This is an optimization exercise on Yosys and OpenROAD, whose aim is small area, a short achievable clock period and few clock cycles per item, not a production implementation. Function was not checked in any run shown here: the RTL went through the layout flow alone. No activity file was given, so power comes from the tool's default toggle rates.

## flow/design.v

```verilog
package rv_pkg;
    localparam int XLEN       = 32;
    localparam int REG_ADDR_W = 5;
    localparam logic [XLEN-1:0] RESET_PC = '0;
    localparam logic [6:0] OPC_OP     = 7'b0110011;
    localparam logic [6:0] OPC_OP_IMM = 7'b0010011;
    localparam logic [6:0] OPC_LUI    = 7'b0110111;
    localparam logic [6:0] OPC_JAL    = 7'b1101111;
    localparam logic [6:0] OPC_BRANCH = 7'b1100011;
endpackage
module rv_core (
    input  logic                          clk,
    input  logic                          rst_n,
    output logic [rv_pkg::XLEN-1:0]       imem_addr_o,
    input  logic [rv_pkg::XLEN-1:0]       imem_data_i,
    output logic                          retire_valid_o,
    output logic [rv_pkg::XLEN-1:0]       retire_pc_o,
    output logic [rv_pkg::REG_ADDR_W-1:0] retire_rd_o,
    output logic [rv_pkg::XLEN-1:0]       retire_data_o
);
    localparam int BHT_W = 4;
    localparam int BHT_N = 1 << BHT_W;
    logic [31:0] pc_q;
    logic [31:0] regs_q [1:31];
    logic [31:1] rvalid_q;
    logic [1:0]  bht_q [BHT_N];
    logic        x_valid_q;
    logic [31:0] x_pc_q;
    logic [31:0] x_alt_q;       
    logic [31:0] x_a_q;
    logic [31:0] x_b_q;
    logic [4:0]  x_rd_q;        
    logic        x_wen_q;
    logic [2:0]  x_f3_q;
    logic        x_br_q;
    logic        x_s_add_q, x_s_sll_q, x_s_slt_q, x_s_sltu_q, x_s_xor_q;
    logic        x_s_shr_q, x_s_or_q, x_s_and_q, x_s_lui_q, x_s_jal_q;
    logic        x_sub_q;
    logic        x_arith_q;
    logic        x_pred_q;
    logic        r_valid_q;
    logic [31:0] r_pc_q;
    logic [4:0]  r_rd_q;
    logic [31:0] r_data_q;
    logic [31:0] ins;
    logic [6:0]  opc;
    logic [2:0]  f3;
    logic [4:0]  rs1, rs2, rd;
    logic        is_op, is_opi, is_lui, is_jal, is_br, br_cond;
    logic        writes, alt, use_imm;
    logic [31:0] imm_i, imm_u, imm_bj;
    logic [31:0] target, pc_plus4, pc_next, f_alt;
    logic        bht_taken, pred;
    logic        mispredict;
    assign ins = imem_data_i;
    assign opc = ins[6:0];
    assign rd  = ins[11:7];
    assign f3  = ins[14:12];
    assign rs1 = ins[19:15];
    assign rs2 = ins[24:20];
    assign is_op   = opc == rv_pkg::OPC_OP;
    assign is_opi  = opc == rv_pkg::OPC_OP_IMM;
    assign is_lui  = opc == rv_pkg::OPC_LUI;
    assign is_jal  = opc == rv_pkg::OPC_JAL;
    assign is_br   = opc == rv_pkg::OPC_BRANCH;
    assign br_cond = is_br && f3[2:1] != 2'b01;
    assign writes  = is_op || is_opi || is_lui || is_jal;
    assign use_imm = is_opi || is_lui;
    assign alt     = ins[30] && (is_op || f3 == 3'b101);
    assign imm_i  = {{20{ins[31]}}, ins[31:20]};
    assign imm_u  = {ins[31:12], 12'b0};
    assign imm_bj = ins[3] ? {{11{ins[31]}}, ins[31], ins[19:12], ins[20], ins[30:21], 1'b0}
                           : {{19{ins[31]}}, ins[31], ins[7], ins[30:25], ins[11:8], 1'b0};
    assign bht_taken = bht_q[pc_q[BHT_W+1:2]][1];
    assign pred      = is_jal || (br_cond && bht_taken);
    assign target   = pc_q + imm_bj;
    assign pc_plus4 = {pc_q[31:2] + 30'd1, pc_q[1:0]};
    assign f_alt    = pred ? pc_plus4 : target;
    always_comb begin
        if (mispredict) begin
            pc_next = x_alt_q;
        end else if (pred) begin
            pc_next = target;
        end else begin
            pc_next = pc_plus4;
        end
    end
    assign imem_addr_o = pc_q;
    logic [31:0] rd1, rd2;
    always_comb begin
        rd1 = '0;
        rd2 = '0;
        for (int i = 1; i < 32; i++) begin
            rd1 = rd1 | ({32{rs1 == 5'(i) && rvalid_q[i]}} & regs_q[i]);
            rd2 = rd2 | ({32{rs2 == 5'(i) && rvalid_q[i]}} & regs_q[i]);
        end
    end
    logic [31:0] sum, shl, shr, result;
    logic        eq, lt_s, lt_u, cond;
    assign sum  = x_a_q + x_b_q + {31'b0, x_sub_q};
    assign eq   = &(x_a_q ^ x_b_q);
    assign lt_s = (x_a_q[31] == x_b_q[31]) ? x_a_q[31] : sum[31];
    assign lt_u = (x_a_q[31] == x_b_q[31]) ? !x_b_q[31] : sum[31];
    assign shl  = x_a_q << x_b_q[4:0];
    assign shr  = 32'($signed({x_arith_q && x_a_q[31], x_a_q}) >>> x_b_q[4:0]);
    assign result = ({32{x_s_add_q}} & sum)
                  | ({32{x_s_sll_q}} & shl)
                  | ({32{x_s_shr_q}} & shr)
                  | ({32{x_s_xor_q}} & (x_a_q ^ x_b_q))
                  | ({32{x_s_or_q}}  & (x_a_q | x_b_q))
                  | ({32{x_s_and_q}} & (x_a_q & x_b_q))
                  | ({32{x_s_lui_q}} & x_b_q)
                  | ({32{x_s_jal_q}} & x_alt_q)
                  | {31'b0, (x_s_slt_q && lt_s) || (x_s_sltu_q && lt_u)};
    assign cond       = x_f3_q[2] ? ((x_f3_q[1] ? lt_u : lt_s) ^ x_f3_q[0]) : (eq ^ x_f3_q[0]);
    assign mispredict = x_valid_q && x_br_q && (cond != x_pred_q);
    logic        fwd_a, fwd_b, sub, wen;
    logic [31:0] b_val;
    assign fwd_a = x_valid_q && x_wen_q && x_rd_q == rs1;
    assign fwd_b = x_valid_q && x_wen_q && x_rd_q == rs2;
    assign sub   = is_br || ((is_op || is_opi) && (f3[2:1] == 2'b01 || (f3 == 3'b000 && alt)));
    assign wen   = writes && rd != 5'd0;
    assign b_val = is_lui ? imm_u : is_opi ? imm_i : fwd_b ? result : rd2;
    always_ff @(posedge clk or negedge rst_n) begin
        if (!rst_n) begin
            pc_q      <= rv_pkg::RESET_PC;
            x_valid_q <= 1'b0;
            r_valid_q <= 1'b0;
        end else begin
            pc_q      <= pc_next;
            x_valid_q <= !mispredict;
            r_valid_q <= x_valid_q;
        end
    end
    always_ff @(posedge clk) begin
        x_pc_q     <= pc_q;
        x_alt_q    <= f_alt;
        x_a_q      <= fwd_a ? result : rd1;
        x_b_q      <= b_val ^ {32{sub}};
        x_rd_q     <= wen ? rd : 5'd0;
        x_wen_q    <= wen;
        x_f3_q     <= f3;
        x_br_q     <= br_cond;
        x_sub_q    <= sub;
        x_arith_q  <= alt;
        x_pred_q   <= pred;
        x_s_add_q  <= wen && (is_op || is_opi) && f3 == 3'b000;
        x_s_sll_q  <= wen && (is_op || is_opi) && f3 == 3'b001;
        x_s_slt_q  <= wen && (is_op || is_opi) && f3 == 3'b010;
        x_s_sltu_q <= wen && (is_op || is_opi) && f3 == 3'b011;
        x_s_xor_q  <= wen && (is_op || is_opi) && f3 == 3'b100;
        x_s_shr_q  <= wen && (is_op || is_opi) && f3 == 3'b101;
        x_s_or_q   <= wen && (is_op || is_opi) && f3 == 3'b110;
        x_s_and_q  <= wen && (is_op || is_opi) && f3 == 3'b111;
        x_s_lui_q  <= wen && is_lui;
        x_s_jal_q  <= wen && is_jal;
        r_pc_q     <= x_pc_q;
        r_rd_q     <= x_rd_q;
        r_data_q   <= result;
    end
    always_ff @(posedge clk) begin
        for (int i = 1; i < 32; i++) begin
            if (x_valid_q && x_wen_q && x_rd_q == 5'(i)) begin
                regs_q[i] <= result;
            end
        end
    end
    always_ff @(posedge clk or negedge rst_n) begin
        if (!rst_n) begin
            rvalid_q <= '0;
        end else begin
            for (int i = 1; i < 32; i++) begin
                if (x_valid_q && x_wen_q && x_rd_q == 5'(i)) begin
                    rvalid_q[i] <= 1'b1;
                end
            end
        end
    end
    logic [BHT_W-1:0] up_idx;
    logic [1:0]       up_ctr;
    assign up_idx = x_pc_q[BHT_W+1:2];
    assign up_ctr = bht_q[up_idx];
    always_ff @(posedge clk or negedge rst_n) begin
        if (!rst_n) begin
            for (int i = 0; i < BHT_N; i++) begin
                bht_q[i] <= 2'b01;
            end
        end else if (x_valid_q && x_br_q) begin
            if (cond && up_ctr != 2'b11) begin
                bht_q[up_idx] <= up_ctr + 2'd1;
            end else if (!cond && up_ctr != 2'b00) begin
                bht_q[up_idx] <= up_ctr - 2'd1;
            end
        end
    end
    assign retire_valid_o = r_valid_q;
    assign retire_pc_o    = r_pc_q;
    assign retire_rd_o    = r_rd_q;
    assign retire_data_o  = r_data_q;
endmodule
```

## flow/run.sh

```bash
#!/bin/bash
# synth_recipe.tcl (not shown) runs the flow's synth.tcl, then flattens the netlist and writes it again
# the make line also repeats each setting of config.mk as NAME=value (left out here)
make -C /OpenROAD-flow-scripts/flow DESIGN_CONFIG=/design/flow/config.mk WORK_HOME=/design/flow/orfs CLKGATE_MAP_FILE= SYNTH_SCRIPT=/design/flow/synth_recipe.tcl finish
```

## flow/config.mk

```make
export PLATFORM = sky130hd
export DESIGN_NAME = rv_core
export DESIGN_NICKNAME = rv_core
export VERILOG_FILES = /design/flow/design.v
export SDC_FILE = /design/flow/constraint.sdc
export NUM_CORES = 8
export LEC_CHECK = 0
export CAP_MARGIN = 20
export CORE_MARGIN = 2
export CORE_UTILIZATION = 40
export SLEW_MARGIN = 20
```

## flow/constraint.sdc

```tcl
create_clock -name core_clock -period 10.0 [get_ports {clk}]
set_input_delay 2.0000 -clock core_clock [delete_from_list [all_inputs] [get_ports {clk}]]
set_output_delay 2.0000 -clock core_clock [all_outputs]
set_load 0.01 [all_outputs]
```

==> results of run 1 <==
## cell usage after synthesis, types with 53 or more instances
library cell and n:
xnor2_1 77, o21ai_0 126, a222oi_1 80, mux4_2 53
clkbuf_1 300, a22o_1 271, a22oi_1 383, nor2_1 258
edfxtp_1 992, nor3_1 86, and3_1 87, inv_1 113
mux2i_1 73, a21oi_1 213, nand3_1 145, nand2_1 223
dfrtp_1 81, ha_1 99, a221oi_1 296, dfxtp_1 219
nand4_1 115
## per-stage QoR
stage	util [%]	instance area, um^2
after global placement	43.0	65300
final	46.2	70100
after global routing	46.2	70100
after CTS	46.1	70100
after detailed placement	43.0	65300
after floorplan	-	61200
## worst paths after layout
kind,start,end,slack [ns],cells past startpoint
min in group asynchronous,rst_n,bht_q[8][1],1.21,1
worst max-delay path,x_b_q[2],regs_q[13][20],4.32,12
worst min register to register,x_pc_q[11],r_pc_q[11],0.32,0
worst min-delay path,x_pc_q[11],r_pc_q[11],0.32,0
max in group asynchronous,rst_n,rvalid_q[11],7.55,2
worst max register to register,x_b_q[2],regs_q[13][20],4.32,12
## kinds of logic after synthesis
kind of cell | Yosys count | share of synthesized area, %
AOI/OAI and AO/OA | 1679 | 20.7
DFF | 1308 | 59.8
and+or+nand+nor | 1080 | 8.75
buffers and inverters | 515 | 3.31
muxes | 156 | 3.71
xor gates and xnor gates | 109 | 1.56
adders and majority gates | 102 | 2.12
## worst max-delay path: cells and delay by family (launching register included)
family | cells | cell delay [ns]
AOI/OAI and AO/OA | 5 | 2.27
buffers and inverters | 3 | 1.41
DFF | 1 | 0.50
adders and majority gates | 1 | 0.44
and+or+nand+nor | 2 | 0.44
muxes | 1 | 0.11
## state kept, by name, indices dropped and copies added (netlist names), 32 cells and up
signal	flops
pc_q	32
x_alt_q	32
regs_q	992
bht_q	32
r_data_q	32
r_pc_q	32
x_a_q	32
x_b_q	32
## where the power goes
| group | internal, mW | switching (mW) | leakage [nW] |
|---|---|---|---|
| clock | 3.17 | 2.33 | 2.34 |
| sequential | 6.03 | 0.342 | 11.9 |
| combinational | 0.644 | 0.755 | 10.1 |
| total | 9.85 | 3.42 | 24.3 |
## area by class of cell
class,instances,share of cell area (%)
clock buffer,162,5.26
clock inverter,95,1.58
sequential,1308,52.2
multi-input combinational,3126,32.8
inverter,117,0.626
timing repair buffer,317,3.87
antenna,14,0.0499
tap,2030,3.62
## per-layer routing
layer	routed length, um	up-vias	GRT usage (%)
met5	747	-	2.52
li1	-	20100	-
met3	49300	1844	17.0
met1	100000	25800	44.6
met2	119000	5840	51.3
met4	26400	26	23.5
==> flow_metrics.tcl, run 1 <==
set metrics [dict create \
    cellPowerDensity_mw_per_mm2 189 \
    status "no timing/DRC/antenna violations" \
    maxCapViolCount 0 \
    critPathSlowestCell "a21oi_1" \
    rsz0062_at_grt "no" \
    grt_pass1_vias 49000 \
    gp_congestion 1.00 \
    ir_drop_uv 149 \
    worstPathMaxFanout 53 \
    avgSynthCellArea_um2 12.4 \
    max_slew.worst_pin.slew_ns 1.17 \
    synth-seq-cells 1308 \
    grt_start_max_net_pins 85 \
    die_h_um 395 \
    initial_core_util_pct 40.3 \
    worstPathArrival_ns 6.02 \
    cts_buffer_depth 3 \
    setup_tns_ns 0 \
    multi_input_area_mm2 0.0230 \
    setup_viol 0 \
    yosys-top-cells-area "edfxtp_1 (49%), dfxtp_1 (7.2%), a22oi_1 (4.7%), a221oi_1 (4.2%), a22o_1 (3.9%)" \
    crit_top_cell "a21oi_1" \
    final_nets 5146 \
    post-place-cells 6898 \
    final_cells 7169 \
    clk_pin_slew_ns 0.06 \
    ys.flop_type "edfxtp_1" \
    cp-start-kind "register" \
    dr.first_iter.drc_count 13300 \
    fin_ws_ns 4.32 \
    required_ns 10.33 \
    ctsResizeCount 0 \
    syn-cell-area_mm2 0.0612 \
    yosys.area.top_type "edfxtp_1" \
    ys_warn_count 3 \
    criticalPathCategory "reg -> reg" \
    die_width_um 395 \
    total_power_mw 13.3 \
    remaining_drc_errors 0 \
    clock_latency_ns 0.81 \
    post_cts_buffers 0 \
    hold_viol 0 \
    grt_pass1_wl_mm 398 \
    slew-limit-headroom_pct 21.5 \
    final_common_cell "edfxtp_1" \
    post-route-period-util_pct 56.8 \
    synth-async-reset-ratio_pct 7.42 \
    drive_gt1_share_pct 13.2 \
    min_period_ns 5.68 \
    ys_seq_area_share_pct 59.8 \
    wire_per_inst_um 41.2 \
    cts_max_level 4 \
    p_leak_nw 24.3 \
    syn_inst 4949 \
    io_pins 136 \
    root_buffer "clkbuf_16" \
    synth.distinct_cells 92 \
    synth.net_count 5085 \
    fill_cells 13500 \
    syn_to_final_growth_pct 14.6 \
    netlist.area_leader.share_pct 48.7 \
    cts.sinks 1308 \
    cts_tree "done" \
    hold_buffers 0 \
    vias 53600 \
    routed_wl_mm 296 \
    cts_buffers 140 \
    grt_use_total_pct 36.5 \
    regArea_mm2 0.0366 \
    portBuffers 135 \
    dr.pass1.iters 17 \
    grt_overflow 0 \
    final-max-slew-violation-count 0 \
    hp-class "reg -> reg" \
    dp_slack_ns 3.87 \
    dieArea_mm2 0.156 \
    dp_hpwl_mm 175 \
    cp-end-kind "register" \
    skew_ns 0.0401 \
    drt-vias-per-instance 7.48 \
    synth_edf_count 992 \
    fp-row-count 143 \
    holdWs_ns 0.321 \
    critical-path-max-stage-delay_ns 0.84 \
    antenna_found_initial 18 \
    final_cell_mix "edfxtp_1 (992), a22oi_1 (383), a221oi_1 (295)" \
    ant_nets 0 \
    crit_chain "inv_2 -> buf_4 -> ha_1 -> nor2b_1 -> o31ai_2 -> a21oi_1 -> a21boi_0 -> o21ai_0 -> and3_1 -> mux2i_1 -> a21oi_1 -> inv_1" \
    coreArea_mm2 0.152 \
    fmax_mhz 176 \
]
==> run 2: changes to the inputs <==
--- a/flow/design.v
+++ b/flow/design.v
@@ -30,10 +30,13 @@
     logic [31:0] x_a_q;
     logic [31:0] x_b_q;
+    logic        x_fwd_a_q;
+    logic        x_fwd_b_q;
     logic [4:0]  x_rd_q;        
     logic        x_wen_q;
     logic [2:0]  x_f3_q;
+    logic        x_alu_q;       
+    logic        x_lui_q;
+    logic        x_jal_q;
     logic        x_br_q;
-    logic        x_s_add_q, x_s_sll_q, x_s_slt_q, x_s_sltu_q, x_s_xor_q;
-    logic        x_s_shr_q, x_s_or_q, x_s_and_q, x_s_lui_q, x_s_jal_q;
     logic        x_sub_q;
     logic        x_arith_q;
@@ -70,5 +73,5 @@
     assign imm_i  = {{20{ins[31]}}, ins[31:20]};
     assign imm_u  = {ins[31:12], 12'b0};
-    assign imm_bj = ins[3] ? {{11{ins[31]}}, ins[31], ins[19:12], ins[20], ins[30:21], 1'b0}
+    assign imm_bj = is_jal ? {{11{ins[31]}}, ins[31], ins[19:12], ins[20], ins[30:21], 1'b0}
                            : {{19{ins[31]}}, ins[31], ins[7], ins[30:25], ins[11:8], 1'b0};
     assign bht_taken = bht_q[pc_q[BHT_W+1:2]][1];
@@ -96,30 +99,50 @@
         end
     end
-    logic [31:0] sum, shl, shr, result;
-    logic        eq, lt_s, lt_u, cond;
-    assign sum  = x_a_q + x_b_q + {31'b0, x_sub_q};
-    assign eq   = &(x_a_q ^ x_b_q);
-    assign lt_s = (x_a_q[31] == x_b_q[31]) ? x_a_q[31] : sum[31];
-    assign lt_u = (x_a_q[31] == x_b_q[31]) ? !x_b_q[31] : sum[31];
-    assign shl  = x_a_q << x_b_q[4:0];
-    assign shr  = 32'($signed({x_arith_q && x_a_q[31], x_a_q}) >>> x_b_q[4:0]);
-    assign result = ({32{x_s_add_q}} & sum)
-                  | ({32{x_s_sll_q}} & shl)
-                  | ({32{x_s_shr_q}} & shr)
-                  | ({32{x_s_xor_q}} & (x_a_q ^ x_b_q))
-                  | ({32{x_s_or_q}}  & (x_a_q | x_b_q))
-                  | ({32{x_s_and_q}} & (x_a_q & x_b_q))
-                  | ({32{x_s_lui_q}} & x_b_q)
-                  | ({32{x_s_jal_q}} & x_alt_q)
-                  | {31'b0, (x_s_slt_q && lt_s) || (x_s_sltu_q && lt_u)};
-    assign cond       = x_f3_q[2] ? ((x_f3_q[1] ? lt_u : lt_s) ^ x_f3_q[0]) : (eq ^ x_f3_q[0]);
-    assign mispredict = x_valid_q && x_br_q && (cond != x_pred_q);
-    logic        fwd_a, fwd_b, sub, wen;
-    logic [31:0] b_val;
-    assign fwd_a = x_valid_q && x_wen_q && x_rd_q == rs1;
-    assign fwd_b = x_valid_q && x_wen_q && x_rd_q == rs2;
-    assign sub   = is_br || ((is_op || is_opi) && (f3[2:1] == 2'b01 || (f3 == 3'b000 && alt)));
-    assign wen   = writes && rd != 5'd0;
-    assign b_val = is_lui ? imm_u : is_opi ? imm_i : fwd_b ? result : rd2;
+    logic [31:0] op_a, op_b, sum, shl, shr, logic_y, result;
+    logic        eq, lt_s, lt_u, cond, taken;
+    assign op_a = x_fwd_a_q ? r_data_q : x_a_q;
+    assign op_b = x_fwd_b_q ? r_data_q : x_b_q;
+    assign sum  = op_a + (op_b ^ {32{x_sub_q}}) + {31'b0, x_sub_q};
+    assign eq   = op_a == op_b;
+    assign lt_s = (op_a[31] ^ op_b[31]) ? op_a[31] : sum[31];
+    assign lt_u = (op_a[31] ^ op_b[31]) ? op_b[31] : sum[31];
+    assign shl  = op_a << op_b[4:0];
+    assign shr  = 32'($signed({x_arith_q && op_a[31], op_a}) >>> op_b[4:0]);
+    always_comb begin
+        case (x_f3_q)
+            3'b000:  logic_y = sum;
+            3'b001:  logic_y = shl;
+            3'b010:  logic_y = {31'b0, lt_s};
+            3'b011:  logic_y = {31'b0, lt_u};
+            3'b100:  logic_y = op_a ^ op_b;
+            3'b101:  logic_y = shr;
+            3'b110:  logic_y = op_a | op_b;
+            default: logic_y = op_a & op_b;
+        endcase
+    end
+    always_comb begin
+        if (!x_wen_q) begin
+            result = '0;
+        end else if (x_jal_q) begin
+            result = x_alt_q;
+        end else if (x_lui_q) begin
+            result = x_b_q;
+        end else begin
+            result = logic_y;
+        end
+    end
+    always_comb begin
+        case (x_f3_q)
+            3'b000:  cond = eq;
+            3'b001:  cond = !eq;
+            3'b100:  cond = lt_s;
+            3'b101:  cond = !lt_s;
+            3'b110:  cond = lt_u;
+            3'b111:  cond = !lt_u;
+            default: cond = 1'b0;
+        endcase
+    end
+    assign taken      = x_br_q && cond;
+    assign mispredict = x_valid_q && x_br_q && (taken != x_pred_q);
     always_ff @(posedge clk or negedge rst_n) begin
         if (!rst_n) begin
@@ -134,28 +157,23 @@
     end
     always_ff @(posedge clk) begin
-        x_pc_q     <= pc_q;
-        x_alt_q    <= f_alt;
-        x_a_q      <= fwd_a ? result : rd1;
-        x_b_q      <= b_val ^ {32{sub}};
-        x_rd_q     <= wen ? rd : 5'd0;
-        x_wen_q    <= wen;
-        x_f3_q     <= f3;
-        x_br_q     <= br_cond;
-        x_sub_q    <= sub;
-        x_arith_q  <= alt;
-        x_pred_q   <= pred;
-        x_s_add_q  <= wen && (is_op || is_opi) && f3 == 3'b000;
-        x_s_sll_q  <= wen && (is_op || is_opi) && f3 == 3'b001;
-        x_s_slt_q  <= wen && (is_op || is_opi) && f3 == 3'b010;
-        x_s_sltu_q <= wen && (is_op || is_opi) && f3 == 3'b011;
-        x_s_xor_q  <= wen && (is_op || is_opi) && f3 == 3'b100;
-        x_s_shr_q  <= wen && (is_op || is_opi) && f3 == 3'b101;
-        x_s_or_q   <= wen && (is_op || is_opi) && f3 == 3'b110;
-        x_s_and_q  <= wen && (is_op || is_opi) && f3 == 3'b111;
-        x_s_lui_q  <= wen && is_lui;
-        x_s_jal_q  <= wen && is_jal;
-        r_pc_q     <= x_pc_q;
-        r_rd_q     <= x_rd_q;
-        r_data_q   <= result;
+        x_pc_q    <= pc_q;
+        x_alt_q   <= f_alt;
+        x_a_q     <= rd1;
+        x_b_q     <= is_lui ? imm_u : is_opi ? imm_i : rd2;
+        x_fwd_a_q <= x_valid_q && x_wen_q && x_rd_q == rs1;
+        x_fwd_b_q <= x_valid_q && x_wen_q && x_rd_q == rs2 && !use_imm;
+        x_rd_q    <= writes ? rd : 5'd0;
+        x_wen_q   <= writes && rd != 5'd0;
+        x_f3_q    <= f3;
+        x_alu_q   <= is_op || is_opi;
+        x_lui_q   <= is_lui;
+        x_jal_q   <= is_jal;
+        x_br_q    <= br_cond;
+        x_sub_q   <= is_br || ((is_op || is_opi) && (f3[2:1] == 2'b01 || (f3 == 3'b000 && alt)));
+        x_arith_q <= alt;
+        x_pred_q  <= pred;
+        r_pc_q    <= x_pc_q;
+        r_rd_q    <= x_rd_q;
+        r_data_q  <= result;
     end
     always_ff @(posedge clk) begin
@@ -187,7 +205,7 @@
             end
         end else if (x_valid_q && x_br_q) begin
-            if (cond && up_ctr != 2'b11) begin
+            if (taken && up_ctr != 2'b11) begin
                 bht_q[up_idx] <= up_ctr + 2'd1;
-            end else if (!cond && up_ctr != 2'b00) begin
+            end else if (!taken && up_ctr != 2'b00) begin
                 bht_q[up_idx] <= up_ctr - 2'd1;
             end
==> run 2 against run 1 <==
Compared with the run above:
- still clean on timing, DRC and antenna
- synthesized area is 1.2% higher
- die area is 1.2% higher
- cell area is 1.1% higher
- cell count rose by 1.8%
- first-iteration DRC count decreased by 11%
- synthesized cell count grew 2.8%
- combinational power is 17% lower
- sequential power down 2%
- clock power shrank 2%
- critical endpoint is now regs_q[25][30]
- largest cell class unchanged
- highest routed layer unchanged
==> flow_metrics.tcl, run 2 <==
set metrics [dict create \
    status "no timing/DRC/antenna violations" \
    maxCapViolCount 0 \
    final-max-slew-violation-count 0 \
    skew_ns 0.0456 \
    hold_buffers 0 \
    crit_top_cell "buf_4" \
    cellPowerDensity_mw_per_mm2 180 \
    dr.pass1.iters 14 \
    ir_drop_uv 182 \
    ctsResizeCount 0 \
    dp_hpwl_mm 171 \
    yosys-top-cells-area "edfxtp_1 (48%), dfxtp_1 (6.9%), a22oi_1 (6.9%), mux2i_1 (3.4%), dfrtp_1 (3.3%)" \
    criticalPathCategory "reg -> reg" \
    synth.distinct_cells 81 \
    rsz0062_at_grt "no" \
    die_width_um 398 \
    routed_wl_mm 300 \
    total_power_mw 12.8 \
    yosys.area.top_type "edfxtp_1" \
    postPlaceCellArea_mm2 0.0661 \
    holdPathStages 0 \
    synth_compound_area_share_pct 19.1 \
    final_cell_mix "edfxtp_1 (992), a22oi_1 (566), nand3_1 (213)" \
    cp-end-kind "register" \
    synth_edf_count 992 \
    p_sw_share_pct 25.4 \
    synth_mux_area_share_pct 5.32 \
    ant_nets 0 \
    multi_input_area_mm2 0.0241 \
    fill_cells 13900 \
    final_cell_area_mm2 0.0709 \
    drt-vias-per-instance 7.36 \
    grt_pass1_wl_mm 405 \
    synth-async-reset-ratio_pct 7.45 \
    critPathSlowestCell "buf_4" \
    fp-row-count 144 \
    largest_register_ffs 992 \
    combPwrFrac_pct 9.1 \
    pwr-share-seq_pct 48.9 \
    worstPathMaxFanout 49 \
    synth.net_count 5254 \
    dieArea_mm2 0.158 \
    cts.sinks 1302 \
    remaining_drc_errors 0 \
    synth.most_common_cell "edfxtp_1" \
    cts_buffers 136 \
    cts_max_level 4 \
    syn_inst 5089 \
    dr.first_iter.drc_count 11800 \
    final_nets 5287 \
    worstPathArrival_ns 6.83 \
    synth-seq-cells 1302 \
    regArea_mm2 0.0365 \
    clk_pin_slew_ns 0.06 \
    fmax_mhz 158 \
    netlist.area_leader.share_pct 48.1 \
    wire_per_inst_um 41.2 \
    synth_common_cells "edfxtp_1 (992), a22oi_1 (566), clkbuf_1 (348)" \
    post-route-period-util_pct 63.4 \
    syn_to_final_growth_pct 14.5 \
    vias 53700 \
    die_h_um 398 \
    grt_start_max_net_pins 62 \
    grt_pass1_vias 49900 \
    cp-start-kind "register" \
    gp_congestion 0.997 \
    drive_gt1_share_pct 12.8 \
    cts_tree "done" \
    p_leak_nw 28.0 \
    critical-path-max-stage-delay_ns 0.60 \
    hold_viol 0 \
    grt_use_total_pct 36.7 \
    crit_chain "buf_4 -> mux2i_4 -> buf_4 -> xnor2_1 -> inv_1 -> fa_1 -> nor2b_1 -> o2111ai_1 -> a21oi_1 -> o211ai_1 -> a31oi_1 -> nor2_1 -> o21ai_0 -> nand2b_1 -> a221oi_1 -> o31ai_4 -> buf_4" \
    synth_top_family_by_area "compound AO/OA/AOI/OAI gates" \
    cts_buffer_depth 3 \
    synthAdderAreaFrac_pct 2.67 \
    power.clock.fraction_pct 42.0 \
    final_common_cell "edfxtp_1" \
    grt_overflow 0 \
    io_pins 136 \
    coreArea_mm2 0.154 \
    synthXorXnorAreaFrac_pct 1.76 \
    top_register "regs_q" \
    post_cts_buffers 0 \
    ys.flop_type "edfxtp_1" \
    setup_tns_ns 0 \
    ys_seq_area_share_pct 58.9 \
    ys_warn_count 3 \
    max_slew.worst_pin.slew_ns 1.28 \
    internal-power_mw 9.54 \
    required_ns 10.49 \
    p_sw_mw 3.25 \
    synth-simple-area-share_pct 9.12 \
    portBuffers 135 \
    r2r_cells 17 \
    clock_latency_ns 0.82 \
    root_buffer "clkbuf_16" \
    initial_core_util_pct 40.3 \
    min_period_ns 6.34 \
    avgSynthCellArea_um2 12.2 \
    antenna_found_initial 16 \
    syn-cell-area_mm2 0.0619 \
    holdWs_ns 0.323 \
    slew-limit-headroom_pct 13.8 \
    hp-class "reg -> reg" \
    setup_viol 0 \
]
## run 2: changes by cell type after synthesis, sizes merged, moves of 48 or more
cell,before,now
a221oi,297,203
a22o,271,199
a22oi,383,566
clkbuf,300,348
mux2,29,86
mux2i,74,215
nand3,146,213
o21ai,166,117
## run 2: layer usage
layer	track usage [%]	part of all wire (%)
met1	44.1	34
met5	1.60	0.14
met4	25.1	9.0
met3	16.5	17
met2	52.5	41
## run 2: kinds of logic after synthesis
family | Yosys count
mux | 307
simple gates | 1128
fa+ha+maj | 131
flops | 1302
compound gates | 1595
buf+inv | 503
xor+xnor | 123
## run 2: cell type report
type	count	area share, %
sequential	1302	51.5
multi-input combinational	3284	34.0
clock buffer	176	5.23
timing repair buffer	305	3.71
tap	2044	3.61
clock inverter	74	1.40
inverter	93	0.492
antenna	21	0.0741
## run 2: worst max-delay path: cells and delay by family, from the launching register on
family | cells | cell delay [ns]
compound gates | 7 | 2.65
xor+xnor | 1 | 0.22
fa+ha+maj | 1 | 0.44
buf+inv | 4 | 1.55
flops | 1 | 0.31
mux | 1 | 0.33
simple gates | 3 | 0.44
## run 2: stage by stage
stage                     setup WS (ns)  cells  utilization (%)
final                              3.66   7299             46.1
after CTS                          3.53   7277             46.0
after global routing               3.44   7286             46.1
after floorplan                    3.90   5089                -
after global placement             3.33   7026             43.0
after detailed placement           3.38   7027             43.0
## run 2: path summary, 6_finish.rpt
| check | startpoint | endpoint | slack, ns |
|---|---|---|---|
| max | x_fwd_b_q | regs_q[25][30] | 3.66 |
| min | x_pc_q[1] | r_pc_q[1] | 0.32 |
| max reg2reg | x_fwd_b_q | regs_q[25][30] | 3.66 |
| min reg2reg | x_pc_q[1] | r_pc_q[1] | 0.32 |
| max in group asynchronous | rst_n | rvalid_q[20] | 7.55 |
| min in group asynchronous | rst_n | r_valid_q | 1.16 |
## run 2: power by group through the flow
stage	combinational, mW	sequential [mW]	clock (mW)
after global placement	1.13	6.36	0
after floorplan	0.729	6.22	0
after detailed placement	1.14	6.36	0
after CTS	1.15	6.25	5.37
after global routing	1.27	6.26	5.57
final	1.16	6.25	5.37

port drivers added, routing unchanged:
The results above use ideal ports. As a check the final layouts listed here were re-extracted and re-timed, cells and wires unchanged.
Step 1 sets driving cells, clkbuf_16 on the clock port and buf_2 on the other inputs (assumed; they add their load-dependent delay and slew).
Step 2 adds t to the input delays and takes it off the output delays; t is the mean of the earliest and latest rising clock arrival at the registers after step 1. Input paths then give back, and output paths get back, about the clock's delay inside the block.
Slacks: no drivers / after step 1 / after step 2; pairs: no drivers / after step 1.
run	t (ns)	slack for setup (ns)	hold WS [ns]	slew at the worst register clock pin (ns)
run 1	0.871	4.316 / 4.316 / 3.539	0.321 / 0.321 / 0.321	0.07 / 0.07
run 2	0.881	3.662 / 3.662 / 3.317	0.323 / 0.323 / 0.323	0.08 / 0.08
After both steps every run listed still meets setup and hold. The setup slack of run 1, which loses most, moves by 0.000 ns with the drivers and by -0.777 ns with both steps.
